This is an optimization exercise on Yosys and OpenROAD, whose aim is small area, not a production implementation.
Only simulation tests tie the RTL to the original design; equivalence was not proved.
Power is estimated from default activity; no workload was simulated. The flow treats the clock pin as an ideal source, which a real chip does not have.

==> flow/design.v <==
module rk256_store #(
    parameter int NKEYS = 15,
    parameter int AW    = 4
) (
    input  logic          mclk,
    input  logic          srst_n,
    input  logic          clear,
    input  logic [0:127]  rk256,
    input  logic [AW-1:0] rk256_count,
    input  logic          rk256_le,
    input  logic          rd_req,
    input  logic [AW-1:0] rd_round,
    output logic [0:127]  rd_key,
    output logic          rd_valid,
    output logic          keys_ready,
    output logic          load_err
);
    logic [3:0]   nloaded;
    logic [3:0]   rd_idx;
    logic [0:127] mem [15];
    logic wr_acc;
    logic wr_rej;
    logic rd_hit;
    logic rd_serve;
    always_comb begin
        wr_acc   = rk256_le && !clear && (rk256_count == nloaded)
                   && (nloaded != 4'd15);
        wr_rej   = rk256_le && !clear && !wr_acc;
        rd_hit   = (rd_round < nloaded)
                   || (wr_acc && (rd_round == rk256_count));
        rd_serve = rd_req && !rd_valid && !clear && rd_hit;
    end
    assign keys_ready = (nloaded == 4'd15);
    always_ff @(posedge mclk) begin
        if (!srst_n) begin
            nloaded  <= '0;
            load_err <= 1'b0;
            rd_valid <= 1'b0;
        end else begin
            rd_valid <= rd_serve;
            if (clear) begin
                nloaded  <= '0;
                load_err <= 1'b0;
            end else begin
                if (wr_acc) begin
                    nloaded <= nloaded + 4'd1;
                end
                if (wr_rej) begin
                    load_err <= 1'b1;
                end
            end
        end
    end
    always_ff @(posedge mclk) begin
        rd_idx <= rd_round;
    end
    for (genvar k = 0; k < 15; k++) begin : g_key
        always_ff @(posedge mclk) begin
            if (wr_acc && (nloaded == 4'(k))) begin
                mem[k] <= rk256;
            end
        end
    end
    logic [14:0] rd_sel;
    always_comb begin
        for (int k = 0; k < 15; k++) begin
            rd_sel[k] = (rd_idx == 4'(k));
        end
    end
    for (genvar b = 0; b < 128; b++) begin : g_rd
        logic [4:0] grp_n;
        for (genvar g = 0; g < 5; g++) begin : g_grp
            rk256_aoi222 u_aoi (
                .a0(rd_sel[3*g]),   .b0(mem[3*g][b]),
                .a1(rd_sel[3*g+1]), .b1(mem[3*g+1][b]),
                .a2(rd_sel[3*g+2]), .b2(mem[3*g+2][b]),
                .y (grp_n[g])
            );
        end
        rk256_nand5 u_or (.a(grp_n), .y(rd_key[b]));
    end
endmodule
module rk256_aoi222 (
    input  logic a0, b0, a1, b1, a2, b2,
    output logic y
);
    assign y = ~((a0 & b0) | (a1 & b1) | (a2 & b2));
endmodule
module rk256_nand5 (
    input  logic [4:0] a,
    output logic       y
);
    assign y = ~&a;
endmodule
export LEC_CHECK = 0
export CAP_MARGIN = 20
export CORE_MARGIN = 2
export CORE_UTILIZATION = 45
export PLACE_DENSITY = 0.55
export SLEW_MARGIN = 20
export SYNTH_HIERARCHICAL = 1
export SYNTH_MINIMUM_KEEP_SIZE = 0
create_clock -name core_clock -period 5.0 [get_ports {mclk}]
standard.sh (not shown) runs the stock make flow with config.mk's settings and CLKGATE_MAP_FILE= SYNTH_SCRIPT=/design/flow/synth_recipe.tcl, a recipe that flattens the netlist after the stock synthesis.
==> flow/flow/run.sh <==
#!/bin/bash
cp standard.sh standard_sh_copy.log
export BUFFER_PORTS_ARGS="-buffer_cell sky130_fd_sc_hd__buf_1"
export CTS_ARGS="-sink_clustering_enable -repair_clock_nets -sink_clustering_size 30 -sink_clustering_max_diameter 100 -dont_use_dummy_load"
export PRE_RESIZE_TCL="$(pwd)/flow/rebuffer.tcl"
bash standard.sh > standard.log 2>&1
status=$?
tail -50 standard.log
exit $status
==> flow/flow/rebuffer.tcl <==
# PRE_RESIZE hook. Timing-driven global placement buffers each of the
# design's 128-load nets (the 15 key write enables and the 15 read selects)
# with a tree of five or six buffers. Replace each such tree by a single
# buf_12 at the centroid of the net's loads; repair_design, which runs right
# after this hook, still fixes any slew or capacitance violation left.
proc rebuf_remove {inst} {
  set in_net ""
  set out_net ""
  foreach it [$inst getITerms] {
    if {[[$it getMTerm] getSigType] != "SIGNAL"} continue
    if {[$it isInputSignal]} {
      set in_net [$it getNet]
    } elseif {[$it isOutputSignal]} {
      set out_net [$it getNet]
    }
  }
  foreach it [$out_net getITerms] {
    if {[$it getInst] == $inst} continue
    $it disconnect
    $it connect $in_net
  }
  odb::dbInst_destroy $inst
  odb::dbNet_destroy $out_net
}

set block [ord::get_db_block]
set removed 0
foreach inst [$block getInsts] {
  if {[string match place* [$inst getName]]
      && [string match *buf* [[$inst getMaster] getName]]} {
    rebuf_remove $inst
    incr removed
  }
}
puts "rebuffer: removed $removed placement buffers"

set inserted 0
foreach net [get_nets *] {
  set name [get_full_name $net]
  set loads [get_pins -of_objects $net -filter "direction==input"]
  if {[llength $loads] <= 64} continue
  # leave the clock net to clock tree synthesis
  if {[llength [get_pins -quiet -of_objects $net -filter "is_clock==1"]] > 0} continue
  set sx 0
  set sy 0
  foreach p $loads {
    set loc [[[sta::sta_to_db_pin $p] getInst] getLocation]
    incr sx [lindex $loc 0]
    incr sy [lindex $loc 1]
  }
  set n [llength $loads]
  set x [ord::dbu_to_microns [expr {$sx / $n}]]
  set y [ord::dbu_to_microns [expr {$sy / $n}]]
  insert_buffer -buffer_cell sky130_fd_sc_hd__buf_12 -net $net -location [list $x $y]
  incr inserted
  puts "rebuffer: $name ($n loads) at $x $y"
}
puts "rebuffer: inserted $inserted buffers"
Edit:
--- a/flow/design.v
+++ b/flow/design.v
@@ -13,13 +13,12 @@
     output logic [0:127]  rd_key,
     output logic          rd_valid,
     output logic          keys_ready,
     output logic          load_err
 );
     logic [3:0]   nloaded;
-    logic [3:0]   rd_idx;
     logic [0:127] mem [15];
     logic wr_acc;
     logic wr_rej;
     logic rd_hit;
     logic rd_serve;
     always_comb begin
@@ -48,26 +47,23 @@
                 if (wr_rej) begin
                     load_err <= 1'b1;
                 end
             end
         end
     end
+    logic [14:0] rd_sel;
     always_ff @(posedge mclk) begin
-        rd_idx <= rd_round;
+        for (int k = 0; k < 15; k++) begin
+            rd_sel[k] <= (rd_round == 4'(k));
+        end
     end
     for (genvar k = 0; k < 15; k++) begin : g_key
         always_ff @(posedge mclk) begin
             if (wr_acc && (nloaded == 4'(k))) begin
                 mem[k] <= rk256;
             end
-        end
-    end
-    logic [14:0] rd_sel;
-    always_comb begin
-        for (int k = 0; k < 15; k++) begin
-            rd_sel[k] = (rd_idx == 4'(k));
         end
     end
     for (genvar b = 0; b < 128; b++) begin : g_rd
         logic [4:0] grp_n;
         for (genvar g = 0; g < 5; g++) begin : g_grp
             rk256_aoi222 u_aoi (
What happened: Power grows by 0.49%; worst setup slack improves by 1.0 ns; synthesized cell count goes up by 0.51%; core utilization shrinks by 0.65 points; routed wire length shrinks by 3.9%; die area rises by 0.35%; synthesized area increases by 0.36%; sequential share of layout area went up by 0.66 points; clock power increases by about 0.8%; sequential power barely changes.

-- separate check: timing with driven ports --
The flow's constraints put no driver on any port. The routed layouts listed below were extracted and timed again, unchanged, in two steps.
Step 1 sets driving cells, clkbuf_16 on the clock port and buf_2 on the other inputs (assumed; they add their load-dependent delay and slew).
Step 2, shift: input delay + t, output delay - t, t = (earliest + latest rising clock arrival at the registers) / 2. This alone moves slack from input paths to output paths.
a / b / c = ideal / step 1 / step 2; a / b = the first two.
| run | shift t [ns] | slack for setup (ns) | hold WS [ns] | slew at the worst register clock pin (ns) | worst data-port slew with drivers (ns) |
|---|---|---|---|---|---|
| the first run | 0.766 | 0.218 / 0.137 / 0.902 | 0.480 / 0.480 / 0.480 | 0.11 / 0.11 | 0.17 |
| the second run | 0.764 | 1.232 / 1.149 / 1.126 | 0.493 / 0.464 / 0.493 | 0.11 / 0.11 | 0.21 |
After both steps setup and hold are still met in every run listed. The setup slack of the second run, which loses most, moves by -0.083 ns with the drivers and by -0.106 ns with both steps.
